Context: an optimization exercise on an open-source flow, tuned for small area. The choices shown serve that exercise and are no tape-out recipe.
The RTL was checked by simulation tests, not by an equivalence proof against the original design.
Power and IR drop assume default switching activity. No driver is modelled on the clock port, so clocking that relies on it looks cheaper here than on a real chip.

## design/flow/config.mk

```make
export PLATFORM = sky130hd
export DESIGN_NAME = cam_core
export DESIGN_NICKNAME = cam_core
export VERILOG_FILES = /design/flow/design.v
export SDC_FILE = /design/flow/constraint.sdc
export NUM_CORES = 4
export LEC_CHECK = 0
export CAP_MARGIN = 20
export CORE_MARGIN = 2
export CORE_UTILIZATION = 75
export GPL_TIMING_DRIVEN = 0
export SLEW_MARGIN = 20
export SYNTH_HIERARCHICAL = 1
```

## design/flow/constraint.sdc

```tcl
create_clock -name core_clock -period 5.0 [get_ports {clk}]
set_input_delay 1.0000 -clock core_clock [delete_from_list [all_inputs] [get_ports {clk}]]
set_output_delay 1.0000 -clock core_clock [all_outputs]
set_load 0.01 [all_outputs]
```

## design/flow/design.v

```verilog
`default_nettype none
package cam_pkg;
  localparam int NUM_VARS = 4;
  localparam int VAR_WIDTH = 8;
  typedef logic [VAR_WIDTH-1:0] var_t;
  typedef var_t [NUM_VARS-1:0] vars_t;
  localparam int LEAF_WIDTH = 16;
  typedef logic signed [LEAF_WIDTH-1:0] leaf_t;
  localparam int TREE_ID_WIDTH = 4;
  typedef logic [TREE_ID_WIDTH-1:0] tree_id_t;
  localparam int CLASS_ID_WIDTH = 2;
  typedef logic [CLASS_ID_WIDTH-1:0] class_id_t;
  typedef enum logic [1:0] {
    MODE_INFER     = 2'd0,
    MODE_WRITE     = 2'd1,
    MODE_DONT_CARE = 2'd2,
    MODE_IDLE      = 2'd3
  } mode_t;
endpackage
`default_nettype wire
`timescale 1ns/1ns
`default_nettype none
module cam_hold_bit (
  input  logic we,
  input  logic nwe,
  input  logic d,
  input  logic q,
  output logic y
);
  assign y = (we & d) | (nwe & q);
endmodule
module cam_hold #(
  parameter int W = 1
) (
  input  logic         we,
  input  logic         nwe,
  input  logic [W-1:0] d,
  input  logic [W-1:0] q,
  output logic [W-1:0] y
);
  for (genvar i = 0; i < W; i++)
  begin : g_bit
    cam_hold_bit u_bit (.we(we), .nwe(nwe), .d(d[i]), .q(q[i]), .y(y[i]));
  end
endmodule
`default_nettype wire
`timescale 1ns/1ns
`default_nettype none
module cam_maj2 (
  input  logic [1:0] a,
  input  logic [1:0] b,
  input  logic       c,
  output logic       y
);
  logic t;
  assign t = (a[0] & b[0]) | (a[0] & c) | (b[0] & c);
  assign y = (a[1] & b[1]) | (a[1] & t) | (b[1] & t);
endmodule
module cam_maj2_c1 (
  input  logic [1:0] a,
  input  logic [1:0] b,
  output logic       y
);
  logic t;
  assign t = a[0] | b[0];
  assign y = (a[1] & b[1]) | (a[1] & t) | (b[1] & t);
endmodule
module cam_maj2_c0 (
  input  logic [1:0] a,
  input  logic [1:0] b,
  output logic       y
);
  logic t;
  assign t = a[0] & b[0];
  assign y = (a[1] & b[1]) | (a[1] & t) | (b[1] & t);
endmodule
module cam_chain8 #(
  parameter bit CIN = 1'b0
) (
  input  logic [7:0] a,
  input  logic [7:0] b,
  output logic       y
);
  logic [3:0] c;
  if (CIN)
  begin : g_c1
    cam_maj2_c1 u_lsb (.a(a[1:0]), .b(b[1:0]), .y(c[0]));
  end
  else
  begin : g_c0
    cam_maj2_c0 u_lsb (.a(a[1:0]), .b(b[1:0]), .y(c[0]));
  end
  for (genvar k = 1; k < 4; k++)
  begin : g_step
    cam_maj2 u_step (.a(a[2*k +: 2]), .b(b[2*k +: 2]), .c(c[k-1]), .y(c[k]));
  end
  assign y = c[3];
endmodule
`default_nettype wire
`timescale 1ns/1ns
`default_nettype none
module cam_core (
  input  logic                clk,
  input  logic                rst_3,
  input  logic [1:0]          i_mode,
  input  logic [3:0]          i_clause,
  input  logic [1:0]          i_variable,
  input  logic                i_threshold_kind,
  input  logic [31:0]         i_vars,
  input  logic [15:0]         i_leaf,
  input  logic [3:0]          i_tree_id,
  input  logic [1:0]          i_class_id,
  output logic                o_ready,
  input  logic                i_out_ready,
  output logic                o_valid,
  output logic [127:0]        o_leaves,
  output logic [31:0]         o_tree_ids,
  output logic [15:0]         o_class_ids
);
  localparam int NC = 16;
  localparam int NV = 4;
  localparam int NS = 8;
  logic advance;
  assign advance = !o_valid || i_out_ready;
  assign o_ready = advance;
  logic m_infer, m_write, m_dc;
  assign m_infer = (i_mode == 2'd0);
  assign m_write = (i_mode == 2'd1);
  assign m_dc    = (i_mode == 2'd2);
  logic [31:0] lower_rows  [NC];
  logic [31:0] higher_rows [NC];
  logic [15:0] leaf_mem    [NC];
  logic [3:0]  tree_mem    [NC];
  logic [1:0]  class_mem   [NC];
  logic [NC-1:0] live;
  logic [NV-1:0] dont_care;
  logic [NC-1:0] we_lo, we_hi;
  logic [31:0]   lower_next  [NC];
  logic [31:0]   higher_next [NC];
  always_comb
  begin
    for (int c = 0; c < NC; c++)
    begin
      we_lo[c] = advance && m_write && (i_clause == 4'(c)) && !i_threshold_kind;
      we_hi[c] = advance && m_write && (i_clause == 4'(c)) &&  i_threshold_kind;
    end
  end
  for (genvar c = 0; c < NC; c++)
  begin : g_rows
    cam_hold #(.W(32)) u_lo (.we(we_lo[c]), .nwe(!we_lo[c]), .d(~i_vars),
                             .q(lower_rows[c]),  .y(lower_next[c]));
    cam_hold #(.W(32)) u_hi (.we(we_hi[c]), .nwe(!we_hi[c]), .d(i_vars),
                             .q(higher_rows[c]), .y(higher_next[c]));
  end
  always_ff @(posedge clk)
  begin
    for (int c = 0; c < NC; c++)
    begin
      lower_rows[c]  <= lower_next[c];
      higher_rows[c] <= higher_next[c];
    end
  end
  always_ff @(posedge clk)
  begin
    if (rst_3)
    begin
      live      <= '0;
      dont_care <= '0;
    end
    else if (advance)
    begin
      for (int c = 0; c < NC; c++)
        if (m_write && i_threshold_kind && (i_clause == 4'(c)))
          live[c] <= 1'b1;
      for (int j = 0; j < NV; j++)
        if (m_dc && (i_variable == 2'(j)))
          dont_care[j] <= 1'b1;
    end
  end
  logic [NC-1:0] hit;
  logic [31:0]   q_n;
  logic [NC*NV-1:0] in_range;
  assign q_n = ~i_vars;
  for (genvar c = 0; c < NC; c++)
  begin : g_clause
    for (genvar j = 0; j < NV; j++)
    begin : g_var
      logic ge, gt;
      cam_chain8 #(.CIN(1'b1)) u_ge (.a(i_vars[8*j +: 8]), .b(lower_rows[c][8*j +: 8]), .y(ge));
      cam_chain8 #(.CIN(1'b0)) u_gt (.a(higher_rows[c][8*j +: 8]), .b(q_n[8*j +: 8]), .y(gt));
      assign in_range[NV*c+j] = dont_care[j] | (ge & gt);
    end
    assign hit[c] = live[c] & (&in_range[NV*c +: NV]);
  end
  logic [2*NS-1:0] sel_now;
  always_comb
  begin
    for (int s = 0; s < NS; s++)
    begin
      sel_now[2*s+1] = hit[2*s+1];
      sel_now[2*s]   = hit[2*s] & ~hit[2*s+1];
    end
  end
  logic        s1_infer, s1_write, s2_infer, s2_write;
  logic [15:0] s1_data,  s2_data;
  logic [3:0]  s1_clause, s2_clause;
  logic        s1_tkind,  s2_tkind;
  logic [2*NS-1:0] out_sel_n;
  always_ff @(posedge clk)
  begin
    if (rst_3)
    begin
      s1_infer <= 1'b0;
      s1_write <= 1'b0;
      s2_infer <= 1'b0;
      s2_write <= 1'b0;
      o_valid  <= 1'b0;
    end
    else if (advance)
    begin
      s1_infer <= m_infer;
      s1_write <= m_write;
      s2_infer <= s1_infer;
      s2_write <= s1_write;
      o_valid  <= s2_infer;
    end
  end
  logic [15:0] s1_load;
  always_comb
  begin
    if (m_infer)
      s1_load = ~sel_now;
    else if (i_threshold_kind)
      s1_load = ~i_leaf;
    else
      s1_load = ~{i_leaf[15:6], i_class_id, i_tree_id};
  end
  localparam int PW = 16 + 4 + 1;
  logic [3*PW+2*NS-1:0] pipe_q, pipe_d, pipe_next;
  assign pipe_q = {s1_data, s1_clause, s1_tkind,
                   s2_data, s2_clause, s2_tkind,
                   out_sel_n};
  assign pipe_d = {s1_load, i_clause, i_threshold_kind,
                   s1_data, s1_clause, s1_tkind,
                   s2_data};
  cam_hold #(.W(3*PW+2*NS)) u_pipe (.we(advance), .nwe(!advance), .d(pipe_d),
                                    .q(pipe_q), .y(pipe_next));
  always_ff @(posedge clk)
  begin
    {s1_data, s1_clause, s1_tkind,
     s2_data, s2_clause, s2_tkind,
     out_sel_n} <= pipe_next;
  end
  logic [NC-1:0] we_ids, we_leaf;
  logic [15:0]   leaf_next [NC];
  logic [5:0]    ids_next  [NC];
  always_comb
  begin
    for (int c = 0; c < NC; c++)
    begin
      we_ids[c]  = advance && s2_write && (s2_clause == 4'(c)) && !s2_tkind;
      we_leaf[c] = advance && s2_write && (s2_clause == 4'(c)) &&  s2_tkind;
    end
  end
  for (genvar c = 0; c < NC; c++)
  begin : g_payload
    cam_hold #(.W(16)) u_leaf (.we(we_leaf[c]), .nwe(!we_leaf[c]), .d(s2_data),
                               .q(leaf_mem[c]), .y(leaf_next[c]));
    cam_hold #(.W(6))  u_ids  (.we(we_ids[c]),  .nwe(!we_ids[c]),  .d(s2_data[5:0]),
                               .q({class_mem[c], tree_mem[c]}), .y(ids_next[c]));
  end
  always_ff @(posedge clk)
  begin
    for (int c = 0; c < NC; c++)
    begin
      leaf_mem[c]                <= leaf_next[c];
      {class_mem[c], tree_mem[c]} <= ids_next[c];
    end
  end
  always_comb
  begin
    for (int s = 0; s < NS; s++)
    begin
      o_leaves[16*s +: 16]  = ~(({16{out_sel_n[2*s+1]}} | leaf_mem[2*s+1]) &
                                ({16{out_sel_n[2*s]}}   | leaf_mem[2*s]));
      o_tree_ids[4*s +: 4]  = ~(({4{out_sel_n[2*s+1]}}  | tree_mem[2*s+1]) &
                                ({4{out_sel_n[2*s]}}    | tree_mem[2*s]));
      o_class_ids[2*s +: 2] = ~(({2{out_sel_n[2*s+1]}}  | class_mem[2*s+1]) &
                                ({2{out_sel_n[2*s]}}    | class_mem[2*s]));
    end
  end
endmodule
`default_nettype wire
```

## design/flow/flow/run.sh

```bash
#!/bin/bash
# Standard synthesis, then the standard layout with a few layout-only
# settings passed to the ORFS make targets:
#  - port buffers use a small buffer cell,
#  - clock tree: larger sink clusters, no dummy loads,

set -euo pipefail
bash standard.sh synth > synth.log 2>&1
bash standard.sh \
  BUFFER_PORTS_ARGS="-buffer_cell sky130_fd_sc_hd__buf_1" \
  CTS_ARGS="-sink_clustering_enable -repair_clock_nets -sink_clustering_size 24 -sink_clustering_max_diameter 100 -buf_list sky130_fd_sc_hd__clkbuf_16 -dont_use_dummy_load" \
  finish > layout.log 2>&1
```

## design/flow/standard.sh

```bash
#!/bin/bash
# synth_recipe.tcl (not shown) runs the flow's synth.tcl, then flattens the netlist and writes it again
# the make line also repeats each setting of config.mk as NAME=value (left out here)
make -C /OpenROAD-flow-scripts/flow DESIGN_CONFIG=/design/flow/config.mk WORK_HOME=/design/flow/orfs CLKGATE_MAP_FILE= SYNTH_SCRIPT=/design/flow/synth_recipe.tcl "${@:-finish}"
```

==> flow_metrics.env, run 1 <==
export IMPL_dp_cells=6720
export IMPL_dr_first_iter_drc_count=7663
export IMPL_wl_per_cell_um=27.1
export IMPL_crit_end="s1_data[7]"
export IMPL_slew_violations=0
export IMPL_reg2regPathDepth=9
export IMPL_insertion_delay_ns=0.65
export IMPL_yosysWarnings=21
export IMPL_cts_tree="yes"
export IMPL_grt_ovfl_total=0
export IMPL_p_clk_share_pct=25.5
export IMPL_p_comb_share_pct=16.0
export IMPL_port_buffer_count=242
export IMPL_stdcell_count=6801
export IMPL_avgSynthCellArea_um2=10.1
export IMPL_syn_inst=5442
export IMPL_wl_mm=184
export IMPL_path_max_fanout=32
export IMPL_reg2reg_from="o_valid"
export IMPL_cts_buffers=70
export IMPL_drive_gt1_share_pct=5.61
export IMPL_crit_path_end_kind="flip-flop"
export IMPL_routabilityCongestion=0.916
export IMPL_r2r_end="lower_rows[0][16]"
export IMPL_status="complete, no violations"
export IMPL_ctsResizeCount=0
export IMPL_synth_cell_area_um2=54700
export IMPL_fp_dieH_um=274
export IMPL_finalSetupViolCount=0
export IMPL_cts_hold_fix_buffers=0
export IMPL_timing_fmax_mhz=239
export IMPL_die_area_um2=75200
export IMPL_startpoint="i_vars[17]"
export IMPL_worstSetupStartpointType="input pin"
export IMPL_cts_max_path_buffers=3
export IMPL_initial_utilization_pct=75.4
export IMPL_num_vias=52074
export IMPL_grt_max_degree=68
export IMPL_tightestPinTransition_ns=1.20
export IMPL_antenna_found_initial=19
export IMPL_syn_to_final_growth_pct=10.6
export IMPL_row_count=99
export IMPL_clk_pin_slew_worst_paths_ns=0.09
export IMPL_grt_pass1_vias=48329
export IMPL_io_pins=244
export IMPL_vdd_drop_max_uv=408
export IMPL_cts_root_buf="clkbuf_16"
export IMPL_slew_headroom_pct=19.7
export IMPL_finish_net_count=5900
export IMPL_htreeDepth=3
export IMPL_rsz0062_at_grt="false"
export IMPL_via_per_inst=7.66
export IMPL_switchingPower_uw=6770
export IMPL_regToRegSetupSlack_ns=1.06
export IMPL_cap_viol_max_count=0
export IMPL_dpl_hpwl_mm=115
export IMPL_synth_nets=5508
export IMPL_hold_viol=0
export IMPL_fin_util_pct=83.4
export IMPL_holdWs_ns=0.475
export IMPL_p_per_area_nw_per_um2=397
export IMPL_p_int_uw=17300
export IMPL_arrival_ns=4.74
export IMPL_finalInstanceArea_um2=60500
export IMPL_postCtsSetupBuffers=0
export IMPL_timing_final_crit_share_pct=83.9
export IMPL_path_class="in2reg"
export IMPL_pwr_share_seq_pct=58.5
export IMPL_antenna_left=0
export IMPL_die_x_um=274
export IMPL_route_detailed_drc=0
export IMPL_track_usage_pct=46.9
export IMPL_finClkSkew_ns=0.0313
export IMPL_cp_required_ns=5.54
export IMPL_period_needed_ns=4.19
export IMPL_sw_frac_of_total_pct=28.1
export IMPL_clock_sinks=1459
export IMPL_firstDrtPassIters=7
export IMPL_postPlaceCellArea_um2=58700
export IMPL_grt_pass1_wl_mm=277
export IMPL_core_um2=72600
export IMPL_leakage_uw=0.0235
export IMPL_hold_class="reg2reg"
[sequential cells by signal, summed over array words and instances (netlist names), 4 cells and up]
register / count
live: 16
s2_data: 16
tree_mem: 64
dont_care: 4
s1_data: 16
s1_clause: 4
class_mem: 32
out_sel_n: 16
s2_clause: 4
higher_rows: 512
leaf_mem: 256
lower_rows: 512
[power groups by stage]
stage	combinational [µW]	sequential [µW]	clock, µW
global placement	3340	14200	0
global route	4140	14200	6490
floorplan	2550	14000	0
CTS	3730	14000	6080
finish	3850	14100	6130
detailed placement	3700	14200	0
[per-layer routing]
metal / global-route usage, % / up-vias / wire (µm)
met2: 71.2 / 3722 / 78800
met3: 12.9 / 808 / 25000
li1: - / 22503 / -
met5: 0 / - / 108
met4: 30.7 / 16 / 14000
met1: 58.8 / 25025 / 66300
[critical path: stages]
cell and delay [ns]:
buf_2 0.27, buf_12 0.25, inv_2 0.64, a31oi_1 0.11, nor2_1 0.20, a21oi_1 0.09
o21ai_1 0.22, a21oi_1 0.09, o21ai_1 0.23, a21oi_1 0.09, o21ai_1 0.19, a21oi_1 0.21
nor4_1 0.35, nand2_1 0.27, o21a_1 0.26, a22o_1 0.21
[how the worst min path moves through the flow]
stage                           from          endpoint  slack (ns)  depth (start not counted)
global placement            s2_infer          s2_infer        0.44                          2
detailed placement          live[14]          live[14]        0.45                          2
global route        lower_rows[4][2]  lower_rows[4][2]        0.48                          1
finish              lower_rows[8][2]  lower_rows[8][2]        0.48                          1
floorplan                   live[10]          live[10]        0.43                          2
CTS                         s1_write          s2_write        0.47                          2
[cell type report]
class / instances / area, µm²
flip-flops and latches: 1459 / 29200
inverters: 83 / 314
plain buffers: 61 / 275
fillers: 4274 / 12000
diodes: 10 / 25.0
well taps: 959 / 1200
repair buffers: 320 / 2690
clock buffers: 70 / 1750
multi-input cells: 3839 / 25100
[stage by stage]
stage / setup TNS (ns) / power (µW) / setup WS [ns]
2_1_floorplan: 0 / 16500 / 1.34
3_3_place_gp: -144.71 / 17600 / -2.13
3_5_place_dp: 0 / 17900 / 0.409
4_1_cts: 0 / 23800 / 1.06
5_1_grt: 0 / 24800 / 0.659
6_report: 0 / 24100 / 0.807
[cells in the final DEF, fill, tap and decap left out, types with 10 or more instances in the layout]
master and n:
o21ai_1 384, nor2_1 117, o22ai_1 560, a21oi_1 533, nor2_2 15, o21ai_0 64, inv_2 64, nand2_2 32
inv_1 18, clkbuf_1 29, buf_2 42, nor4_1 11, clkbuf_16 70, a31oi_1 69, buf_1 226, nand2_1 487
o31ai_1 64, a22o_1 1434, dfxtp_1 1452, buf_12 51, buf_16 26, diode_2 10
==> run 2, diff against run 1 <==
==> design/flow/flow/run.sh (replaced) <==
#!/bin/bash
# Standard synthesis, then the standard layout with a few layout-only
# settings passed to the ORFS make targets:
#  - port buffers use a small buffer cell,
#  - clock tree: larger sink clusters, no dummy loads,

set -euo pipefail
bash standard.sh synth > synth.log 2>&1
bash standard.sh \
  BUFFER_PORTS_ARGS="-buffer_cell sky130_fd_sc_hd__buf_1" \
  CTS_ARGS="-sink_clustering_enable -repair_clock_nets -sink_clustering_size 16 -sink_clustering_max_diameter 50 -buf_list sky130_fd_sc_hd__clkbuf_8 -dont_use_dummy_load" \
  finish > layout.log 2>&1
--- a/design/flow/config.mk
+++ b/design/flow/config.mk
@@ -7,7 +7,6 @@
 export LEC_CHECK = 0
 export CAP_MARGIN = 20
 export CORE_MARGIN = 2
-export CORE_UTILIZATION = 75
-export GPL_TIMING_DRIVEN = 0
+export CORE_UTILIZATION = 65
 export SLEW_MARGIN = 20
 export SYNTH_HIERARCHICAL = 1
==> flow_metrics.env, run 2 <==
export IMPL_status="complete, no violations"
export IMPL_startpoint="i_vars[0]"
export IMPL_worstSetupStartpointType="input pin"
export IMPL_cts_tree="yes"
export IMPL_slew_headroom_pct=16.7
export IMPL_critical_path_buf_inv_count=2
export IMPL_layout_common_cells="dfxtp_1, a22o_1, o22ai_1, a21oi_1, nand2_1"
export IMPL_synth_cell_area_um2=54700
export IMPL_row_count=106
export IMPL_tightestPinTransition_ns=1.25
export IMPL_syn_inst=5442
export IMPL_ctsResizeCount=0
export IMPL_postCtsSetupBuffers=0
export IMPL_wl_per_cell_um=26.7
export IMPL_period_needed_ns=3.51
export IMPL_syn_to_final_growth_pct=10.1
export IMPL_grt_pass1_vias=45924
export IMPL_fin_util_pct=72.1
export IMPL_dpl_hpwl_mm=116
export IMPL_setup_slack_ns=1.49
export IMPL_finalSetupViolCount=0
export IMPL_track_usage_pct=41.8
export IMPL_insertion_delay_ns=0.84
export IMPL_timing_final_crit_share_pct=70.2
export IMPL_cts_buffers=134
export IMPL_cap_viol_max_count=0
export IMPL_path_max_fanout=20
export IMPL_cts_max_path_buffers=3
export IMPL_core_um2=83600
export IMPL_antenna_found_initial=10
export IMPL_regToRegSetupSlack_ns=1.86
export IMPL_path_class="in2reg"
export IMPL_postPlaceCellArea_um2=58400
export IMPL_die_x_um=294
export IMPL_crit_chain="clkbuf_2 -> inv_1 -> a21oi_1 -> nor2_1 -> a21oi_1 -> o21ai_1 -> a21oi_1 -> o21ai_1 -> o22ai_1 -> o21ai_1 -> a21oi_1 -> nor4_1 -> a31oi_1 -> a22o_1"
export IMPL_yosysWarnings=21
export IMPL_final_common_cell="dfxtp_1"
export IMPL_finalInstanceArea_um2=60200
export IMPL_grt_pass1_wl_mm=280
export IMPL_crit_end="s1_data[5]"
export IMPL_cp_num_cells=14
export IMPL_reg2regPathDepth=8
export IMPL_cts_root_buf="clkbuf_8"
export IMPL_htreeDepth=4
export IMPL_hold_class="reg2reg"
export IMPL_dr_first_iter_drc_count=6427
export IMPL_antenna_left=0
export IMPL_cp_required_ns=5.68
export IMPL_finClkSkew_ns=0.0727
export IMPL_grt_ovfl_total=0
export IMPL_crit_slowest_cell="nor4_1"
export IMPL_r2r_end="lower_rows[5][8]"
export IMPL_die_area_um2=86600
export IMPL_synth_nets=5508
export IMPL_clock_sinks=1459
export IMPL_drive_gt1_share_pct=6.32
export IMPL_cp_slowest_stage_delay_ns=0.60
export IMPL_initial_utilization_pct=65.5
export IMPL_cpLargestDelayFamily="compound AO/OA/AOI/OAI gates"
export IMPL_dpl_worst_slack_ns=0.791
export IMPL_firstDrtPassIters=8
export IMPL_p_per_area_nw_per_um2=397
export IMPL_route_detailed_drc=0
export IMPL_crit_path_end_kind="flip-flop"
export IMPL_leakage_uw=0.0237
export IMPL_cts_hold_fix_buffers=0
export IMPL_crit_path_frequent_cell="a21oi_1"
export IMPL_vdd_drop_max_uv=295
export IMPL_reg2reg_from="o_valid"
export IMPL_fin_tns_setup_ns=0
export IMPL_slew_violations=0
export IMPL_port_buffer_count=243
export IMPL_largestRegisters="higher_rows x512, lower_rows x512, leaf_mem x256"
export IMPL_arrival_ns=4.19
export IMPL_routabilityCongestion=0.952
export IMPL_clk_pin_slew_worst_paths_ns=0.09
export IMPL_fp_dieH_um=294
export IMPL_wl_mm=188
export IMPL_num_vias=50814
export IMPL_rsz0062_at_grt="false"
export IMPL_grt_max_degree=54
export IMPL_nFillCells=6436
export IMPL_finish_net_count=6018
export IMPL_hold_viol=0
export IMPL_avgSynthCellArea_um2=10.1
export IMPL_holdWs_ns=0.461
export IMPL_io_pins=244
export IMPL_via_per_inst=7.22
export IMPL_timing_fmax_mhz=285
==> run 2: worst min-delay path by stage <==
stage | end | slack (ns) | startpoint | cells after the start
6_report | s2_infer | 0.46 | s2_infer | 2
5_1_grt | s1_infer | 0.48 | s1_infer | 2
4_1_cts | s2_infer | 0.46 | s2_infer | 2
3_5_place_dp | s2_infer | 0.45 | s2_infer | 2
3_3_place_gp | live[10] | 0.44 | live[10] | 2
2_1_floorplan | live[10] | 0.43 | live[10] | 2
==> run 2: through the flow <==
| step | std cells | total power [µW] |
|---|---|---|
| after floorplan | 5442 | 16500 |
| final | 7034 | 23900 |
| after global placement | 6896 | 17700 |
| after global routing | 7034 | 24800 |
| after detailed placement | 6896 | 17900 |
| after CTS | 7030 | 23800 |
==> run 2: power breakdown <==
part	leakage, µW	total [µW]	switching, µW	internal, µW
Clock	0.000963	6140	3750	2400
Sequential	0.0120	14100	1080	13000
Combinational	0.0107	3690	1990	1700
==> run 2: layer usage <==
metal / GRT usage [%] / vias up / part of all wire (%)
li1: - / 22715 / -
met1: 56.6 / 24432 / 40
met2: 60.4 / 3105 / 42
met3: 10.4 / 544 / 13
met4: 24.9 / 18 / 6.3
met5: 1.36 / - / 0.14
==> run 2: layout make-up <==
cell class / instances / area (µm²) / share of cell area (%)
diodes: 4 / 10.0 / 0.0166
clock buffers: 134 / 1840 / 3.06
inverters: 83 / 314 / 0.521
multi-input cells: 3839 / 24900 / 41.4
flip-flops and latches: 1459 / 29200 / 48.5
well taps: 1080 / 1350 / 2.24
repair buffers: 435 / 2570 / 4.26
==> run 2: worst register-to-register path: stages (launching register included) <==
cell	delay, ns
dfxtp_1	0.36
nand2b_2	0.16
inv_4	0.13
nor4b_4	0.80
nand2_1	0.11
buf_4	0.31
inv_1	0.58
buf_4	0.38
a22o_1	0.21
==> run 3, diff against run 2 <==
==> design/flow/flow/run.sh (replaced) <==
#!/bin/bash
# Standard synthesis, then the standard layout with a few layout-only
# settings passed to the ORFS make targets:
#  - port buffers use a small buffer cell,
#  - clock tree: larger sink clusters, no dummy loads,

set -euo pipefail
bash standard.sh synth > synth.log 2>&1
bash standard.sh \
  BUFFER_PORTS_ARGS="-buffer_cell sky130_fd_sc_hd__buf_1" \
  CTS_ARGS="-sink_clustering_enable -repair_clock_nets -sink_clustering_size 30 -sink_clustering_max_diameter 50 -buf_list sky130_fd_sc_hd__clkbuf_16 -dont_use_dummy_load" \
  finish > layout.log 2>&1
==> flow_metrics.env, run 3 <==
export IMPL_status="complete, no violations"
export IMPL_syn_inst=5442
export IMPL_dp_cells=6896
export IMPL_antenna_found_initial=10
export IMPL_critical_path_buf_inv_count=2
export IMPL_clock_sinks=1459
export IMPL_worstHoldStart="s2_infer"
export IMPL_cts_max_path_buffers=3
export IMPL_finish_net_count=6015
export IMPL_cts_root_buf="clkbuf_16"
export IMPL_htreeDepth=4
export IMPL_finalSetupViolCount=0
export IMPL_crit_slowest_cell="nor4_1"
export IMPL_timing_fmax_mhz=265
export IMPL_antenna_left=0
export IMPL_hold_class="reg2reg"
export IMPL_leakage_uw=0.0243
export IMPL_cts_hold_fix_buffers=0
export IMPL_avgSynthCellArea_um2=10.1
export IMPL_regToRegSetupSlack_ns=1.81
export IMPL_fin_tns_setup_ns=0
export IMPL_worstHoldEndpoint="s2_infer"
export IMPL_reg2reg_from="o_valid"
export IMPL_row_count=106
export IMPL_slew_headroom_pct=17.8
export IMPL_path_class="in2reg"
export IMPL_insertion_delay_ns=0.75
export IMPL_crit_path_frequent_cell="a21oi_1"
export IMPL_fp_dieH_um=294
export IMPL_holdPathStages=2
export IMPL_drive_gt1_share_pct=6.27
export IMPL_yosysWarnings=21
export IMPL_cp_required_ns=5.59
export IMPL_grt_pass1_wl_mm=282
export IMPL_largestRegisters="higher_rows x512, lower_rows x512, leaf_mem x256"
export IMPL_dpl_hpwl_mm=116
export IMPL_synth_nets=5508
export IMPL_cts_buffers=131
export IMPL_syn_to_final_growth_pct=12.7
export IMPL_cp_num_cells=14
export IMPL_route_detailed_drc=0
export IMPL_cp_slowest_stage_delay_ns=0.71
export IMPL_slew_violations=0
export IMPL_ctsResizeCount=0
export IMPL_timing_final_crit_share_pct=75.5
export IMPL_grt_max_degree=54
export IMPL_cts_tree="yes"
export IMPL_dpl_worst_slack_ns=0.791
export IMPL_wl_mm=189
export IMPL_die_x_um=294
export IMPL_grt_ovfl_total=0
export IMPL_stdcell_count=7029
export IMPL_nFillCells=6246
export IMPL_crit_path_end_kind="flip-flop"
export IMPL_rsz0062_at_grt="false"
export IMPL_routabilityCongestion=0.952
export IMPL_cpLargestDelayFamily="compound AO/OA/AOI/OAI gates"
export IMPL_wl_per_cell_um=27.0
export IMPL_final_common_cell="dfxtp_1"
export IMPL_via_per_inst=7.25
export IMPL_crit_chain="clkbuf_2 -> inv_1 -> a21oi_1 -> nor2_1 -> a21oi_1 -> o21ai_1 -> a21oi_1 -> o21ai_1 -> o22ai_1 -> o21ai_1 -> a21oi_1 -> nor4_1 -> a31oi_1 -> a22o_1"
export IMPL_die_area_um2=86600
export IMPL_r2r_end="lower_rows[5][8]"
export IMPL_vdd_drop_max_uv=367
export IMPL_p_per_area_nw_per_um2=429
export IMPL_num_vias=50965
export IMPL_setup_slack_ns=1.23
export IMPL_layout_common_cells="dfxtp_1, a22o_1, o22ai_1, a21oi_1, nand2_1"
export IMPL_io_pins=244
export IMPL_port_buffer_count=243
export IMPL_dr_first_iter_drc_count=6072
export IMPL_period_needed_ns=3.77
export IMPL_worstSetupStartpointType="input pin"
export IMPL_hold_viol=0
export IMPL_cap_viol_max_count=0
export IMPL_grt_pass1_vias=46392
export IMPL_initial_utilization_pct=65.5
export IMPL_reg2regPathDepth=8
export IMPL_track_usage_pct=42.2
export IMPL_core_um2=83600
export IMPL_path_max_fanout=20
export IMPL_synth_cell_area_um2=54700
export IMPL_postCtsSetupBuffers=0
export IMPL_clk_pin_slew_worst_paths_ns=0.06
export IMPL_firstDrtPassIters=8
export IMPL_tightestPinTransition_ns=1.23
export IMPL_arrival_ns=4.37
export IMPL_finClkSkew_ns=0.0629
-- run 3: cell types whose count changed in the layout (fill, tap and decap cells not counted) --
cell	delta
clkbuf_8	-134
clkbuf_16	+131
diode_2	-2
clkinv_1	+1
inv_1	-1
-- run 3: worst register-to-register path: stages (launching register included) --
cell      delay [ns]
dfxtp_1         0.36
nand2b_2        0.17
inv_4           0.14
nor4b_4         0.84
nand2_1         0.12
buf_4           0.32
inv_1           0.58
buf_4           0.39
a22o_1          0.21
-- run 3: worst max path at each step --
stage / end / from / slack [ns]
after detailed placement: s1_data[5] / i_vars[0] / 0.79
after CTS: s1_data[5] / i_vars[0] / 1.48
after global routing: s1_data[4] / i_vars[0] / 1.17
final: s1_data[5] / i_vars[0] / 1.23
after global placement: s1_data[5] / i_vars[0] / 0.89
after floorplan: s1_data[15] / i_vars[0] / 1.34
-- run 3: through the flow --
stage | instance area, µm² | util (%) | total power [µW] | hold slack, ns
after CTS | 61700 | 73.8 | 26400 | 0.458
final | 61700 | 73.8 | 26500 | 0.458
after global placement | 58400 | 69.9 | 17700 | 0.440
after global routing | 61700 | 73.8 | 27400 | 0.475
after detailed placement | 58400 | 69.9 | 17900 | 0.450
after floorplan | 54700 | - | 16500 | 0.429
-- run 3: per-layer routing --
metal	vias to the layer above	GRT usage (%)	wire (µm)
met2	3127	60.9	78800
met1	24530	55.9	73800
met5	-	0	98
met4	16	26.4	12600
li1	22733	-	-
met3	559	11.6	24200
-- run 3: final cells by class --
cell class,count,area (µm²),share of cell area (%)
clock buffers,131,3280,5.31
repair buffers,435,2570,4.16
well taps,1080,1350,2.19
flip-flops and latches,1459,29200,47.4
multi-input cells,3839,24900,40.5
inverters,83,314,0.509
diodes,2,5.00,0.00811
-- run 3: where the power goes --
part	total (µW)	switching [µW]	leakage, µW	internal (µW)
clock	8670	4070	0.00161	4600
sequential	14100	1090	0.0120	13000
combinational	3700	2000	0.0107	1700
total	26500	7160	0.0243	19300
==> run 4, diff against run 3 <==
==> design/flow/flow/run.sh (replaced) <==
#!/bin/bash
# Standard synthesis, then the standard layout with a few layout-only
# settings passed to the ORFS make targets:
#  - port buffers use a small buffer cell,
#  - clock tree: larger sink clusters, no dummy loads,

set -euo pipefail
bash standard.sh synth > synth.log 2>&1
bash standard.sh \
  BUFFER_PORTS_ARGS="-buffer_cell sky130_fd_sc_hd__buf_1" \
  CTS_ARGS="-sink_clustering_enable -repair_clock_nets -sink_clustering_size 30 -sink_clustering_max_diameter 100 -buf_list \"sky130_fd_sc_hd__clkbuf_8 sky130_fd_sc_hd__clkbuf_16\" -dont_use_dummy_load" \
  finish > layout.log 2>&1
==> flow_metrics.env, run 4 <==
export IMPL_fp_dieH_um=294
export IMPL_routabilityCongestion=0.952
export IMPL_dp_cells=6896
export IMPL_dpl_worst_slack_ns=0.791
export IMPL_avgSynthCellArea_um2=10.1
export IMPL_initial_utilization_pct=65.5
export IMPL_syn_inst=5442
export IMPL_error="[ERROR STA-0564] clock_tree_synthesis positional arguments not supported."
export IMPL_haltStage="clock tree synthesis (4_1_cts)"
export IMPL_status="aborted with a tool error"
export IMPL_synth_cell_area_um2=54700
export IMPL_row_count=106
export IMPL_yosysWarnings=21
export IMPL_die_x_um=294
export IMPL_dpl_hpwl_mm=116
export IMPL_port_buffer_count=243
export IMPL_synth_nets=5508
export IMPL_io_pins=244
==> run 4: per-stage QoR <==
stage | hold WS [ns] | utilization (%) | instance area, µm² | power (µW)
floorplan | 0.429 | - | 54700 | 16500
global placement | 0.440 | 69.9 | 58400 | 17700
detailed placement | 0.450 | 69.9 | 58400 | 17900
==> run 4: power by group through the flow <==
| stage | clock [µW] | combinational, µW | sequential, µW |
|---|---|---|---|
| after floorplan | 0 | 2550 | 14000 |
| after global placement | 0 | 3480 | 14200 |
| after detailed placement | 0 | 3600 | 14300 |
==> run 4: worst min-delay path by stage <==
| stage | cells past startpoint | from | endpoint | slack (ns) |
|---|---|---|---|---|
| floorplan | 2 | live[10] | live[10] | 0.43 |
| detailed placement | 2 | s2_infer | s2_infer | 0.45 |
| global placement | 2 | live[10] | live[10] | 0.44 |
==> run 5, diff against run 4 <==
==> design/flow/flow/run.sh (replaced) <==
#!/bin/bash
# Standard synthesis, then the standard layout with a few layout-only
# settings passed to the ORFS make targets:
#  - port buffers use a small buffer cell,
#  - clock tree: larger sink clusters, no dummy loads,

set -euo pipefail
bash standard.sh synth > synth.log 2>&1
bash standard.sh \
  BUFFER_PORTS_ARGS="-buffer_cell sky130_fd_sc_hd__buf_1" \
  CTS_ARGS="-sink_clustering_enable -repair_clock_nets -sink_clustering_size 28 -sink_clustering_max_diameter 100 -buf_list sky130_fd_sc_hd__clkbuf_16 -dont_use_dummy_load" \
  finish > layout.log 2>&1
==> flow_metrics.env, run 5 <==
export IMPL_cap_viol_max_count=0
export IMPL_wl_mm=187
export IMPL_worstSetupStartpointType="input pin"
export IMPL_hold_viol=0
export IMPL_synth_nets=5508
export IMPL_finish_net_count=5943
export IMPL_largestRegisters="higher_rows x512, lower_rows x512, leaf_mem x256"
export IMPL_layout_common_cells="dfxtp_1, a22o_1, o22ai_1, a21oi_1, nand2_1"
export IMPL_insertion_delay_ns=0.70
export IMPL_syn_to_final_growth_pct=9.35
export IMPL_reg2regPathDepth=8
export IMPL_vdd_drop_max_uv=336
export IMPL_row_count=106
export IMPL_antenna_left=0
export IMPL_cts_hold_fix_buffers=0
export IMPL_crit_chain="clkbuf_2 -> inv_1 -> a21oi_1 -> nor2_1 -> a21oi_1 -> o21ai_1 -> a21oi_1 -> o21ai_1 -> o22ai_1 -> o21ai_1 -> a21oi_1 -> nor4_1 -> a31oi_1 -> a22o_1"
export IMPL_crit_path_end_kind="flip-flop"
export IMPL_htreeDepth=2
export IMPL_path_class="in2reg"
export IMPL_r2r_end="lower_rows[5][12]"
export IMPL_hold_class="reg2reg"
export IMPL_yosysWarnings=21
export IMPL_slew_violations=0
export IMPL_ctsResizeCount=0
export IMPL_dr_first_iter_drc_count=5841
export IMPL_critical_path_buf_inv_count=2
export IMPL_holdWs_ns=0.464
export IMPL_leakage_uw=0.0234
export IMPL_route_detailed_drc=0
export IMPL_holdPathStages=2
export IMPL_grt_ovfl_total=0
export IMPL_syn_inst=5442
export IMPL_nFillCells=6504
export IMPL_worstHoldStart="s1_infer"
export IMPL_register_area_um2=29200
export IMPL_timing_fmax_mhz=280
export IMPL_cpLargestDelayFamily="compound AO/OA/AOI/OAI gates"
export IMPL_num_vias=50460
export IMPL_reg2reg_from="o_valid"
export IMPL_crit_path_frequent_cell="a21oi_1"
export IMPL_die_area_um2=86600
export IMPL_cts_max_path_buffers=3
export IMPL_track_usage_pct=41.3
export IMPL_finalSetupViolCount=0
export IMPL_grt_pass1_wl_mm=277
export IMPL_firstDrtPassIters=9
export IMPL_cts_root_buf="clkbuf_16"
export IMPL_arrival_ns=4.17
export IMPL_clk_pin_slew_worst_paths_ns=0.12
export IMPL_status="complete, no violations"
export IMPL_postCtsSetupBuffers=0
export IMPL_core_um2=83600
export IMPL_die_x_um=294
export IMPL_tightestPinTransition_ns=1.21
export IMPL_crit_slowest_cell="nor4_1"
export IMPL_clock_sinks=1459
export IMPL_cp_required_ns=5.60
export IMPL_timing_final_crit_share_pct=71.4
export IMPL_antenna_found_initial=10
export IMPL_cp_slowest_stage_delay_ns=0.59
export IMPL_regToRegSetupSlack_ns=1.84
export IMPL_fin_tns_setup_ns=0
export IMPL_port_buffer_count=243
export IMPL_worstHoldEndpoint="s1_infer"
export IMPL_multiInputGateArea_um2=24900
export IMPL_io_pins=244
export IMPL_avgSynthCellArea_um2=10.1
export IMPL_drive_gt1_share_pct=5.12
export IMPL_fp_dieH_um=294
export IMPL_finalPower_uw=23400
export IMPL_rsz0062_at_grt="false"
export IMPL_finClkSkew_ns=0.0856
export IMPL_period_needed_ns=3.57
export IMPL_via_per_inst=7.25
export IMPL_p_per_area_nw_per_um2=391
export IMPL_routabilityCongestion=0.952
export IMPL_path_max_fanout=20
export IMPL_grt_pass1_vias=45283
export IMPL_wl_per_cell_um=26.9
export IMPL_cts_tree="yes"
export IMPL_synth_cell_area_um2=54700
export IMPL_slew_headroom_pct=19.6
export IMPL_cts_buffers=58
export IMPL_initial_utilization_pct=65.5
export IMPL_grt_max_degree=54
export IMPL_final_common_cell="dfxtp_1"
export IMPL_dpl_hpwl_mm=116
==> run 5: worst max-delay path by stage <==
| stage | start | endpoint | slack (ns) | depth (start not counted) |
|---|---|---|---|---|
| floorplan | i_vars[0] | s1_data[15] | 1.34 | 14 |
| global route | i_vars[0] | s1_data[4] | 1.22 | 15 |
| CTS | i_vars[0] | s1_data[5] | 1.52 | 14 |
| global placement | i_vars[0] | s1_data[5] | 0.89 | 14 |
| detailed placement | i_vars[0] | s1_data[5] | 0.79 | 14 |
| finish | i_vars[0] | s1_data[5] | 1.43 | 14 |
==> run 5: cell type report <==
class / instances / share of cell area, %
clock buffers: 58 / 2.42
flip-flops and latches: 1459 / 48.8
well taps: 1080 / 2.26
multi-input cells: 3839 / 41.7
diodes: 2 / 0.00836
repair buffers: 436 / 4.32
inverters: 83 / 0.525
==> run 5: routing by layer <==
layer  vias to the layer above  global-route usage (%)  share of wire [%]
li1                      22573                       -                  -
met1                     24318                    56.2                 39
met2                      3064                    60.0                 42
met3                       485                    10.6                 13
met4                        20                    22.5                5.9
met5                         -                    1.19               0.14
==> run 5: where the power goes <==
part / internal [µW] / switching, µW / leakage, µW
logic: 1700 / 1990 / 0.0107
clock network: 2080 / 3550 / 0.000715
registers: 13000 / 1080 / 0.0120
==> run 5: worst min-delay path, cell delays in order (launching register included) <==
cell     delay (ns)
dfxtp_1        0.33
nand2_1        0.05
a21oi_1        0.05
==> run 5: metrics by stage <==
step	setup WS (ns)	area [µm²]	instances	util (%)
2_1_floorplan	1.34	54700	5442	-
3_3_place_gp	0.895	58400	6896	69.9
3_5_place_dp	0.791	58400	6896	69.9
4_1_cts	1.52	59800	6954	71.6
5_1_grt	1.22	59900	6956	71.6
6_report	1.43	59900	6957	71.6
==> run 6, diff against run 5 <==
==> design/flow/flow/run.sh (replaced) <==
#!/bin/bash
# Standard synthesis, then the standard layout with a few layout-only
# settings passed to the ORFS make targets:
#  - port buffers use a small buffer cell,
#  - clock tree: larger sink clusters, no dummy loads,

set -euo pipefail
bash standard.sh synth > synth.log 2>&1
bash standard.sh \
  BUFFER_PORTS_ARGS="-buffer_cell sky130_fd_sc_hd__buf_1" \
  CTS_ARGS="-sink_clustering_enable -repair_clock_nets -sink_clustering_size 27 -sink_clustering_max_diameter 80 -buf_list sky130_fd_sc_hd__clkbuf_16 -dont_use_dummy_load" \
  finish > layout.log 2>&1
==> flow_metrics.env, run 6 <==
export IMPL_timing_fmax_mhz=277
export IMPL_insertion_delay_ns=0.70
export IMPL_worstSetupStartpointType="input pin"
export IMPL_cts_hold_fix_buffers=0
export IMPL_finClkSkew_ns=0.0362
export IMPL_finalInstanceArea_um2=59900
export IMPL_grt_use_met3_pct=10.3
export IMPL_syn_inst=5442
export IMPL_fin_tns_setup_ns=0
export IMPL_fin_util_pct=71.7
export IMPL_crit_slowest_cell="nor4_1"
export IMPL_crit_path_end_kind="flip-flop"
export IMPL_antenna_left=0
export IMPL_timing_final_crit_share_pct=72.2
export IMPL_gr_usage_met2_pct=60.4
export IMPL_drive_gt1_share_pct=5.16
export IMPL_postCtsSetupBuffers=0
export IMPL_busiest_layer="met2"
export IMPL_ctsResizeCount=0
export IMPL_nFillCells=6469
export IMPL_num_vias=50415
export IMPL_fp_dieH_um=294
export IMPL_die_x_um=294
export IMPL_status="complete, no violations"
export IMPL_synth_cell_area_um2=54700
export IMPL_dr_first_iter_drc_count=6171
export IMPL_cpLargestDelayFamily="compound AO/OA/AOI/OAI gates"
export IMPL_routabilityCongestion=0.952
export IMPL_tightestPinTransition_ns=1.22
export IMPL_final_common_cell="dfxtp_1"
export IMPL_clk_pin_slew_worst_paths_ns=0.10
export IMPL_wl_per_cell_um=26.8
export IMPL_cap_viol_max_count=0
export IMPL_p_int_uw=16800
export IMPL_wl_mm=187
export IMPL_avgSynthCellArea_um2=10.1
export IMPL_dpl_hpwl_mm=116
export IMPL_finish_net_count=5945
export IMPL_cts_root_buf="clkbuf_16"
export IMPL_initial_utilization_pct=65.5
export IMPL_hold_class="reg2reg"
export IMPL_p_per_area_nw_per_um2=392
export IMPL_p_comb_share_pct=15.7
export IMPL_arrival_ns=4.20
export IMPL_firstDrtPassIters=6
export IMPL_slew_violations=0
export IMPL_path_max_fanout=20
export IMPL_grt_pass1_wl_mm=278
export IMPL_vdd_drop_max_uv=333
export IMPL_hold_viol=0
export IMPL_path_class="in2reg"
export IMPL_core_um2=83600
export IMPL_cts_buffers=60
export IMPL_largestRegisters="higher_rows x512, lower_rows x512, leaf_mem x256"
export IMPL_row_count=106
export IMPL_antenna_found_initial=8
export IMPL_reg2reg_from="o_valid"
export IMPL_route_detailed_drc=0
export IMPL_via_per_inst=7.24
export IMPL_rsz0062_at_grt="false"
export IMPL_clock_sinks=1459
export IMPL_grt_ovfl_total=0
export IMPL_grt_use_met1_pct=55.8
export IMPL_finalSetupViolCount=0
export IMPL_finalPower_uw=23500
export IMPL_yosysWarnings=21
export IMPL_port_buffer_count=243
export IMPL_syn_to_final_growth_pct=9.45
export IMPL_crit_path_frequent_cell="a21oi_1"
export IMPL_period_needed_ns=3.61
export IMPL_grt_max_degree=54
export IMPL_track_usage_pct=41.3
export IMPL_sw_frac_of_total_pct=28.2
export IMPL_grt_pass1_vias=45428
export IMPL_cp_slowest_stage_delay_ns=0.60
export IMPL_multiInputGateArea_um2=24900
export IMPL_crit_chain="clkbuf_2 -> inv_1 -> a21oi_1 -> nor2_1 -> a21oi_1 -> o21ai_1 -> a21oi_1 -> o21ai_1 -> o22ai_1 -> o21ai_1 -> a21oi_1 -> nor4_1 -> a31oi_1 -> a22o_1"
export IMPL_layout_common_cells="dfxtp_1, a22o_1, o22ai_1, a21oi_1, nand2_1"
export IMPL_switchingPower_uw=6620
export IMPL_cp_required_ns=5.59
export IMPL_cts_tree="yes"
export IMPL_die_area_um2=86600
export IMPL_cts_max_path_buffers=3
export IMPL_pwr_share_seq_pct=60.0
export IMPL_io_pins=244
export IMPL_leakage_uw=0.0235
export IMPL_slew_headroom_pct=18.9
export IMPL_p_clk_share_pct=24.3
export IMPL_postPlaceCellArea_um2=58400
export IMPL_register_area_um2=29200
export IMPL_worstHoldStart="s1_infer"
export IMPL_startpoint="i_vars[0]"
export IMPL_dp_cells=6896
export IMPL_stdcell_count=6960
export IMPL_htreeDepth=2
export IMPL_synth_nets=5508
export IMPL_critical_path_buf_inv_count=2
-- run 6: cell count changes in the layout (fill, tap and decap cells not counted), sizes merged --
cell,previous run,this run
clkbuf,90,92
diode,2,3
-- run 6: path summary, 6_finish.rpt --
path | to | slack, ns | cells after the start
setup / recovery | s1_data[5] | 1.39 | 14
hold / removal | s1_infer | 0.46 | 2
setup reg to reg | lower_rows[5][12] | 1.82 | 8
hold reg to reg | s1_infer | 0.46 | 2
-- run 6: layout make-up --
| type | count | area share, % |
|---|---|---|
| inverter | 83 | 0.524 |
| antenna | 3 | 0.0125 |
| clock buffer | 60 | 2.51 |
| tap | 1080 | 2.26 |
| sequential | 1459 | 48.8 |
| multi-input combinational | 3839 | 41.6 |
| timing repair buffer | 436 | 4.31 |
-- run 6: layer usage --
layer / wire length (µm) / share of wire (%) / vias up
met5: 234 / 0.13 / -
met4: 11200 / 6.0 / 14
met3: 23500 / 13 / 466
met2: 78200 / 42 / 2968
met1: 73600 / 39 / 24378
li1: - / - / 22589
-- run 6: per-stage QoR --
stage	setup WS, ns	hold slack [ns]
4_1_cts	1.50	0.463
3_5_place_dp	0.791	0.450
6_report	1.39	0.464
2_1_floorplan	1.34	0.429
5_1_grt	1.14	0.483
3_3_place_gp	0.895	0.440
-- run 6: worst min-delay path, cell delays in order (launching register included) --
cell and delay, ns:
dfxtp_1 0.33, nand2_1 0.05, a21oi_1 0.05
-- run 6: power by group through the flow --
stage | Sequential [µW] | Combinational, µW | Clock (µW)
finish | 14100 | 3690 | 5700
global route | 14200 | 4000 | 6080
CTS | 14000 | 3620 | 5700
detailed placement | 14300 | 3600 | 0
global placement | 14200 | 3480 | 0
floorplan | 14000 | 2550 | 0
==> run 7, diff against run 6 <==
==> design/flow/flow/run.sh (replaced) <==
#!/bin/bash
# Standard synthesis, then the standard layout with a few layout-only
# settings passed to the ORFS make targets:
#  - port buffers use a small buffer cell,
#  - clock tree: larger sink clusters, no dummy loads,

set -euo pipefail
bash standard.sh synth > synth.log 2>&1
bash standard.sh \
  BUFFER_PORTS_ARGS="-buffer_cell sky130_fd_sc_hd__buf_1" \
  CTS_ARGS="-sink_clustering_enable -repair_clock_nets -sink_clustering_size 14 -sink_clustering_max_diameter 100 -buf_list sky130_fd_sc_hd__clkbuf_8 -dont_use_dummy_load" \
  finish > layout.log 2>&1
==> flow_metrics.env, run 7 <==
export IMPL_slew_violations=0
export IMPL_die_x_um=294
export IMPL_wl_mm=188
export IMPL_grt_use_met1_pct=56.2
export IMPL_p_comb_share_pct=15.7
export IMPL_io_pins=244
export IMPL_setup_slack_ns=1.49
export IMPL_finalSetupViolCount=0
export IMPL_row_count=106
export IMPL_tightestPinTransition_ns=1.23
export IMPL_route_detailed_drc=0
export IMPL_initial_utilization_pct=65.5
export IMPL_worstSetupStartpointType="input pin"
export IMPL_busiest_layer="met2"
export IMPL_postCtsSetupBuffers=0
export IMPL_rsz0062_at_grt="false"
export IMPL_vdd_drop_max_uv=310
export IMPL_grt_max_degree=54
export IMPL_finClkSkew_ns=0.0772
export IMPL_cap_viol_max_count=0
export IMPL_cp_slowest_stage_delay_ns=0.60
export IMPL_p_clk_share_pct=24.4
export IMPL_dpl_hpwl_mm=116
export IMPL_grt_pass1_vias=45771
export IMPL_pwr_share_seq_pct=59.9
export IMPL_finalPower_uw=23500
export IMPL_clock_sinks=1459
export IMPL_p_per_area_nw_per_um2=392
export IMPL_num_vias=50745
export IMPL_arrival_ns=4.22
export IMPL_wl_per_cell_um=26.8
export IMPL_path_max_fanout=20
export IMPL_yosysWarnings=21
export IMPL_via_per_inst=7.23
export IMPL_drive_gt1_share_pct=6.00
export IMPL_cts_tree="yes"
export IMPL_status="complete, no violations"
export IMPL_avgSynthCellArea_um2=10.1
export IMPL_path_class="in2reg"
export IMPL_crit_path_frequent_cell="a21oi_1"
export IMPL_core_um2=83600
export IMPL_grt_pass1_wl_mm=279
export IMPL_dpl_worst_slack_ns=0.791
export IMPL_syn_to_final_growth_pct=9.55
export IMPL_port_buffer_count=243
export IMPL_cp_required_ns=5.71
export IMPL_antenna_left=0
export IMPL_slew_headroom_pct=17.9
export IMPL_finalInstanceArea_um2=60000
export IMPL_leakage_uw=0.0235
export IMPL_cts_buffers=114
export IMPL_layout_common_cells="dfxtp_1, a22o_1, o22ai_1, a21oi_1, nand2_1"
export IMPL_synth_cell_area_um2=54700
export IMPL_postPlaceCellArea_um2=58400
export IMPL_gr_usage_met2_pct=60.5
export IMPL_p_int_uw=16700
export IMPL_timing_fmax_mhz=285
export IMPL_switchingPower_uw=6760
export IMPL_crit_path_end_kind="flip-flop"
export IMPL_fin_tns_setup_ns=0
export IMPL_finish_net_count=5998
export IMPL_crit_chain="clkbuf_2 -> inv_1 -> a21oi_1 -> nor2_1 -> a21oi_1 -> o21ai_1 -> a21oi_1 -> o21ai_1 -> o22ai_1 -> o21ai_1 -> a21oi_1 -> nor4_1 -> a31oi_1 -> a22o_1"
export IMPL_cts_max_path_buffers=3
export IMPL_hold_class="reg2reg"
export IMPL_timing_final_crit_share_pct=70.3
export IMPL_firstDrtPassIters=6
export IMPL_sw_frac_of_total_pct=28.8
export IMPL_grt_use_met3_pct=10.9
export IMPL_fp_dieH_um=294
export IMPL_die_area_um2=86600
export IMPL_holdWs_ns=0.463
export IMPL_largestRegisters="higher_rows x512, lower_rows x512, leaf_mem x256"
export IMPL_nFillCells=6468
export IMPL_syn_inst=5442
export IMPL_htreeDepth=3
export IMPL_hold_viol=0
export IMPL_period_needed_ns=3.51
export IMPL_dr_first_iter_drc_count=6207
export IMPL_crit_slowest_cell="nor4_1"
export IMPL_clk_pin_slew_worst_paths_ns=0.10
export IMPL_grt_ovfl_total=0
export IMPL_insertion_delay_ns=0.80
export IMPL_synth_nets=5508
export IMPL_routabilityCongestion=0.952
export IMPL_cts_root_buf="clkbuf_8"
export IMPL_cts_hold_fix_buffers=0
export IMPL_final_common_cell="dfxtp_1"
export IMPL_track_usage_pct=41.7
export IMPL_antenna_found_initial=12
export IMPL_ctsResizeCount=0
[run 7: worst paths after layout]
kind         slack (ns)  depth (start not counted)                end      start
min reg2reg        0.46                          2           s2_infer   s2_infer
max reg2reg        1.85                          8  lower_rows[5][13]    o_valid
min                0.46                          2           s2_infer   s2_infer
max                1.49                         14         s1_data[5]  i_vars[0]
[run 7: metrics by stage]
step	util, %	std cells
2_1_floorplan	-	5442
3_3_place_gp	69.9	6896
3_5_place_dp	69.9	6896
4_1_cts	71.8	7010
5_1_grt	71.8	7012
6_report	71.8	7014
[run 7: cell type report]
| class | instances | area (µm²) | share of cell area, % |
|---|---|---|---|
| Antenna cell | 4 | 10.0 | 0.0167 |
| Clock buffer | 114 | 1570 | 2.62 |
| Inverter | 83 | 314 | 0.524 |
| Multi-Input combinational cell | 3839 | 24900 | 41.6 |
| Sequential cell | 1459 | 29200 | 48.7 |
| Tap cell | 1080 | 1350 | 2.25 |
| Timing Repair Buffer | 435 | 2570 | 4.28 |
[run 7: power by group through the flow]
stage | logic, µW | registers (µW) | clock network, µW
after floorplan | 2550 | 14000 | 0
after global placement | 3480 | 14200 | 0
after detailed placement | 3600 | 14300 | 0
after CTS | 3620 | 14000 | 5730
after global routing | 4000 | 14200 | 6150
final | 3690 | 14100 | 5720
[run 7: worst max-delay path: cells and delay by family]
kind / cells / cell delay [ns]
AOI/OAI and AO/OA: 10 / 1.79
buffers and inverters: 2 / 0.63
and+or+nand+nor: 2 / 0.78
[run 7: per-layer routing]
layer	part of all wire, %	vias to the layer above
li1	-	22678
met1	40	24487
met2	42	3066
met3	13	496
met4	6.1	18
met5	0.061	-
==> run 8, diff against run 7 <==
==> design/flow/flow/run.sh (replaced) <==
#!/bin/bash
# Standard synthesis, then the standard layout with a few layout-only
# settings passed to the ORFS make targets:
#  - port buffers use a small buffer cell,
#  - clock tree: larger sink clusters, no dummy loads,

set -euo pipefail
bash standard.sh synth > synth.log 2>&1
bash standard.sh \
  BUFFER_PORTS_ARGS="-buffer_cell sky130_fd_sc_hd__buf_1" \
  CTS_ARGS="-sink_clustering_enable -sink_clustering_size 16 -sink_clustering_max_diameter 100 -buf_list sky130_fd_sc_hd__clkbuf_8 -dont_use_dummy_load" \
  finish > layout.log 2>&1
==> flow_metrics.env, run 8 <==
export IMPL_routabilityCongestion=0.952
export IMPL_slew_headroom_pct=20.2
export IMPL_antenna_found_initial=12
export IMPL_syn_to_final_growth_pct=9.25
export IMPL_avgSynthCellArea_um2=10.1
export IMPL_setup_slack_ns=1.43
export IMPL_finish_net_count=5986
export IMPL_wl_mm=188
export IMPL_cts_buffers=101
export IMPL_via_per_inst=7.25
export IMPL_hold_class="reg2reg"
export IMPL_status="complete, no violations"
export IMPL_grt_ovfl_total=0
export IMPL_die_area_um2=86600
export IMPL_row_count=106
export IMPL_layout_common_cells="dfxtp_1, a22o_1, o22ai_1, a21oi_1, nand2_1"
export IMPL_period_needed_ns=3.57
export IMPL_syn_inst=5442
export IMPL_insertion_delay_ns=0.78
export IMPL_hold_viol=0
export IMPL_yosysWarnings=21
export IMPL_wl_per_cell_um=26.8
export IMPL_dr_first_iter_drc_count=6352
export IMPL_path_max_fanout=20
export IMPL_cts_root_buf="clkbuf_8"
export IMPL_cts_max_path_buffers=3
export IMPL_ctsResizeCount=0
export IMPL_tightestPinTransition_ns=1.19
export IMPL_stdcell_count=7002
export IMPL_fin_tns_setup_ns=0
export IMPL_synth_nets=5508
export IMPL_timing_fmax_mhz=281
export IMPL_postCtsSetupBuffers=0
export IMPL_fin_util_pct=71.6
export IMPL_dpl_hpwl_mm=116
export IMPL_vdd_drop_max_uv=262
export IMPL_slew_violations=0
export IMPL_antenna_left=0
export IMPL_grt_max_degree=54
export IMPL_htreeDepth=3
export IMPL_arrival_ns=4.20
export IMPL_clock_sinks=1459
export IMPL_grt_pass1_wl_mm=278
export IMPL_rsz0062_at_grt="false"
export IMPL_dp_cells=6896
export IMPL_p_per_area_nw_per_um2=388
export IMPL_cts_tree="yes"
export IMPL_path_class="in2reg"
export IMPL_worstSetupStartpointType="input pin"
export IMPL_finalSetupViolCount=0
export IMPL_clk_pin_slew_worst_paths_ns=0.11
export IMPL_synth_cell_area_um2=54700
export IMPL_timing_final_crit_share_pct=71.3
export IMPL_die_x_um=294
export IMPL_cp_required_ns=5.64
export IMPL_largestRegisters="higher_rows x512, lower_rows x512, leaf_mem x256"
export IMPL_num_vias=50781
export IMPL_initial_utilization_pct=65.5
export IMPL_track_usage_pct=41.5
export IMPL_leakage_uw=0.0234
export IMPL_fp_dieH_um=294
export IMPL_firstDrtPassIters=6
export IMPL_dpl_worst_slack_ns=0.791
export IMPL_core_um2=83600
export IMPL_final_common_cell="dfxtp_1"
export IMPL_grt_pass1_vias=45622
export IMPL_drive_gt1_share_pct=5.81
export IMPL_port_buffer_count=243
export IMPL_cap_viol_max_count=0
export IMPL_route_detailed_drc=0
export IMPL_crit_path_end_kind="flip-flop"
export IMPL_io_pins=244
export IMPL_cts_hold_fix_buffers=0
export IMPL_finClkSkew_ns=0.0622
[run 8: worst paths after layout]
kind         startpoint            endpoint  slack, ns  depth (start not counted)
max reg2reg     o_valid  higher_rows[15][6]       1.90                          8
min reg2reg    s1_infer            s1_infer       0.46                          2
max           i_vars[0]          s1_data[5]       1.43                         14
min            s1_infer            s1_infer       0.46                          2
[run 8: metal layers]
layer	GRT usage [%]	up-vias	share of wire, %	routed length, µm
met2	60.2	3132	42	78100
met4	23.3	20	6.2	11700
li1	-	22641	-	-
met5	0.964	-	0.13	244
met3	11.1	550	13	23700
met1	56.0	24438	39	73800
[run 8: metrics by stage]
stage	cell area (µm²)	hold slack, ns	power, µW
after floorplan	54700	0.429	16500
after global placement	58400	0.440	17700
after detailed placement	58400	0.450	17900
after CTS	59800	0.462	23100
after global routing	59800	0.481	24100
final	59800	0.464	23200
[run 8: critical path, stage by stage]
cell and delay, ns:
clkbuf_2 0.09, inv_1 0.52, a21oi_1 0.16, nor2_1 0.18, a21oi_1 0.08, o21ai_1 0.20
a21oi_1 0.08, o21ai_1 0.39, o22ai_1 0.15, o21ai_1 0.18, a21oi_1 0.09, nor4_1 0.61
a31oi_1 0.19, a22o_1 0.25
[run 8: final cells by class]
type	count	area [µm²]
flip-flops and latches	1459	29200
multi-input cells	3839	24900
fillers	6492	23700
repair buffers	436	2580
clock buffers	101	1390
well taps	1080	1350
inverters	83	314
diodes	4	10.0
[run 8: report_power, final]
group	internal (µW)	total, µW	switching [µW]
clock	1810	5420	3610
sequential	13000	14100	1080
combinational	1700	3690	1990
==> run 9, diff against run 8 <==
--- a/design/flow/flow/run.sh
+++ b/design/flow/flow/run.sh
@@ -8,5 +8,5 @@
 bash standard.sh synth > synth.log 2>&1
 bash standard.sh \
   BUFFER_PORTS_ARGS="-buffer_cell sky130_fd_sc_hd__buf_1" \
-  CTS_ARGS="-sink_clustering_enable -sink_clustering_size 16 -sink_clustering_max_diameter 100 -buf_list sky130_fd_sc_hd__clkbuf_8 -dont_use_dummy_load" \
+  CTS_ARGS="-sink_clustering_enable -repair_clock_nets -sink_clustering_size 16 -sink_clustering_max_diameter 100 -buf_list sky130_fd_sc_hd__clkbuf_8 -dont_use_dummy_load" \
   finish > layout.log 2>&1
==> flow_metrics.env, run 9 <==
export IMPL_synth_nets=5508
export IMPL_nFillCells=6492
export IMPL_timing_final_crit_share_pct=71.3
export IMPL_p_clk_share_pct=23.4
export IMPL_cap_viol_max_count=0
export IMPL_hold_class="reg2reg"
export IMPL_cts_hold_fix_buffers=0
export IMPL_syn_inst=5442
export IMPL_route_detailed_drc=0
export IMPL_avgSynthCellArea_um2=10.1
export IMPL_hold_viol=0
export IMPL_cts_max_path_buffers=3
export IMPL_pwr_share_seq_pct=60.7
export IMPL_grt_pass1_vias=45622
export IMPL_path_class="in2reg"
export IMPL_worstSetupStartpointType="input pin"
export IMPL_cts_root_buf="clkbuf_8"
export IMPL_initial_utilization_pct=65.5
export IMPL_holdPathStages=2
export IMPL_grt_ovfl_total=0
export IMPL_dr_first_iter_drc_count=6352
export IMPL_arrival_ns=4.20
export IMPL_yosysWarnings=21
export IMPL_crit_path_end_kind="flip-flop"
export IMPL_drive_gt1_share_pct=5.81
export IMPL_port_buffer_count=243
export IMPL_finClkSkew_ns=0.0622
export IMPL_synth_cell_area_um2=54700
export IMPL_grt_pass1_wl_mm=278
export IMPL_core_um2=83600
export IMPL_setup_slack_ns=1.43
export IMPL_die_x_um=294
export IMPL_slew_violations=0
export IMPL_dpl_hpwl_mm=116
export IMPL_insertion_delay_ns=0.78
export IMPL_finish_net_count=5986
export IMPL_final_common_cell="dfxtp_1"
export IMPL_firstDrtPassIters=6
export IMPL_row_count=106
export IMPL_routabilityCongestion=0.952
export IMPL_dpl_worst_slack_ns=0.791
export IMPL_track_usage_pct=41.5
export IMPL_largestRegisters="higher_rows x512, lower_rows x512, leaf_mem x256"
export IMPL_wl_mm=188
export IMPL_cp_required_ns=5.64
export IMPL_antenna_left=0
export IMPL_timing_fmax_mhz=281
export IMPL_clk_pin_slew_worst_paths_ns=0.11
export IMPL_via_per_inst=7.25
export IMPL_leakage_uw=0.0234
export IMPL_stdcell_count=7002
export IMPL_layout_common_cells="dfxtp_1, a22o_1, o22ai_1, a21oi_1, nand2_1"
export IMPL_sw_frac_of_total_pct=28.8
export IMPL_ctsResizeCount=0
export IMPL_dp_cells=6896
export IMPL_syn_to_final_growth_pct=9.25
export IMPL_clock_sinks=1459
export IMPL_antenna_found_initial=12
export IMPL_postCtsSetupBuffers=0
export IMPL_fp_dieH_um=294
export IMPL_die_area_um2=86600
export IMPL_period_needed_ns=3.57
export IMPL_io_pins=244
export IMPL_p_int_uw=16500
export IMPL_path_max_fanout=20
export IMPL_wl_per_cell_um=26.8
export IMPL_reg2regPathDepth=8
export IMPL_switchingPower_uw=6680
export IMPL_p_comb_share_pct=15.9
export IMPL_rsz0062_at_grt="false"
export IMPL_status="complete, no violations"
export IMPL_cts_tree="yes"
export IMPL_finalSetupViolCount=0
export IMPL_num_vias=50781
export IMPL_vdd_drop_max_uv=262
export IMPL_grt_max_degree=54
export IMPL_htreeDepth=3
export IMPL_fin_tns_setup_ns=0
export IMPL_tightestPinTransition_ns=1.19
export IMPL_p_per_area_nw_per_um2=388
export IMPL_slew_headroom_pct=20.2
export IMPL_cts_buffers=101
export IMPL_finalPower_uw=23200
run 9: power by group through the flow:
stage | sequential [µW] | combinational (µW) | clock (µW)
after floorplan | 14000 | 2550 | 0
after global placement | 14200 | 3480 | 0
after detailed placement | 14300 | 3600 | 0
after CTS | 14000 | 3620 | 5450
after global routing | 14200 | 4000 | 5840
final | 14100 | 3690 | 5420
run 9: final cells by class:
class	instances	area (µm²)	area share, %
Antenna cell	4	10.0	0.0167
Clock buffer	101	1390	2.32
Inverter	83	314	0.525
Multi-Input combinational cell	3839	24900	41.7
Sequential cell	1459	29200	48.8
Tap cell	1080	1350	2.26
Timing Repair Buffer	436	2580	4.32
run 9: path summary, 6_finish.rpt:
| kind | to | start | slack [ns] |
|---|---|---|---|
| worst max register to register | higher_rows[15][6] | o_valid | 1.90 |
| worst max-delay path | s1_data[5] | i_vars[0] | 1.43 |
| worst min register to register | s1_infer | s1_infer | 0.46 |
| worst min-delay path | s1_infer | s1_infer | 0.46 |
run 9: routing by layer:
metal	wire, µm	global-route usage [%]
met1	73800	56.0
met3	23700	11.1
met2	78100	60.2
met5	244	0.964
met4	11700	23.3
run 9: metrics by stage:
stage	hold WS, ns	util [%]	instance area, µm²
after detailed placement	0.450	69.9	58400
after global placement	0.440	69.9	58400
after global routing	0.481	71.6	59800
final	0.464	71.6	59800
after CTS	0.462	71.5	59800
after floorplan	0.429	-	54700
run 9: worst max-delay path, stage by stage:
cell	delay (ns)
clkbuf_2	0.09
inv_1	0.52
a21oi_1	0.16
nor2_1	0.18
a21oi_1	0.08
o21ai_1	0.20
a21oi_1	0.08
o21ai_1	0.39
o22ai_1	0.15
o21ai_1	0.18
a21oi_1	0.09
nor4_1	0.61
a31oi_1	0.19
a22o_1	0.25

-- re-timing with driven ports --
How much do the figures lean on ideal ports? The routed layouts below were timed once more, with nothing changed but the port constraints.
Step 1 sets driving cells, clkbuf_16 on the clock port and buf_2 on the other inputs (assumed; they add their load-dependent delay and slew).
Step 2 times the ports against the registers' clock, not the clock port: input delays grow and output delays shrink by t, the midpoint of the rising clock arrivals with the driver on.
a / b / c = no drivers / after step 1 / after step 2; a / b = the first two.
run | t, ns | setup WS [ns] | worst setup path at the end | worst register clock-pin slew, ns | worst slew at a driven data input, ns
run 1 | 0.714 | 0.807 / 0.826 / 0.112 | input to register | 0.10 / 0.10 | 0.16
run 2 | 0.876 | 1.491 / 1.507 / 0.631 | input to register | 0.10 / 0.10 | 0.14
run 3 | 0.794 | 1.227 / 1.283 / 0.489 | input to register | 0.09 / 0.09 | 0.14
run 5 | 0.739 | 1.429 / 1.476 / 0.737 | input to register | 0.12 / 0.12 | 0.13
run 6 | 0.753 | 1.388 / 1.441 / 0.688 | input to register | 0.11 / 0.11 | 0.13
run 7 | 0.843 | 1.487 / 1.538 / 0.696 | input to register | 0.10 / 0.10 | 0.14
run 8 | 0.822 | 1.435 / 1.479 / 0.657 | input to register | 0.12 / 0.12 | 0.13
run 9 | 0.822 | 1.435 / 1.479 / 0.657 | input to register | 0.12 / 0.12 | 0.13
After both steps every run listed still meets setup and hold. The setup slack of run 2, which loses most, moves by +0.016 ns with the drivers and by -0.860 ns with both steps.
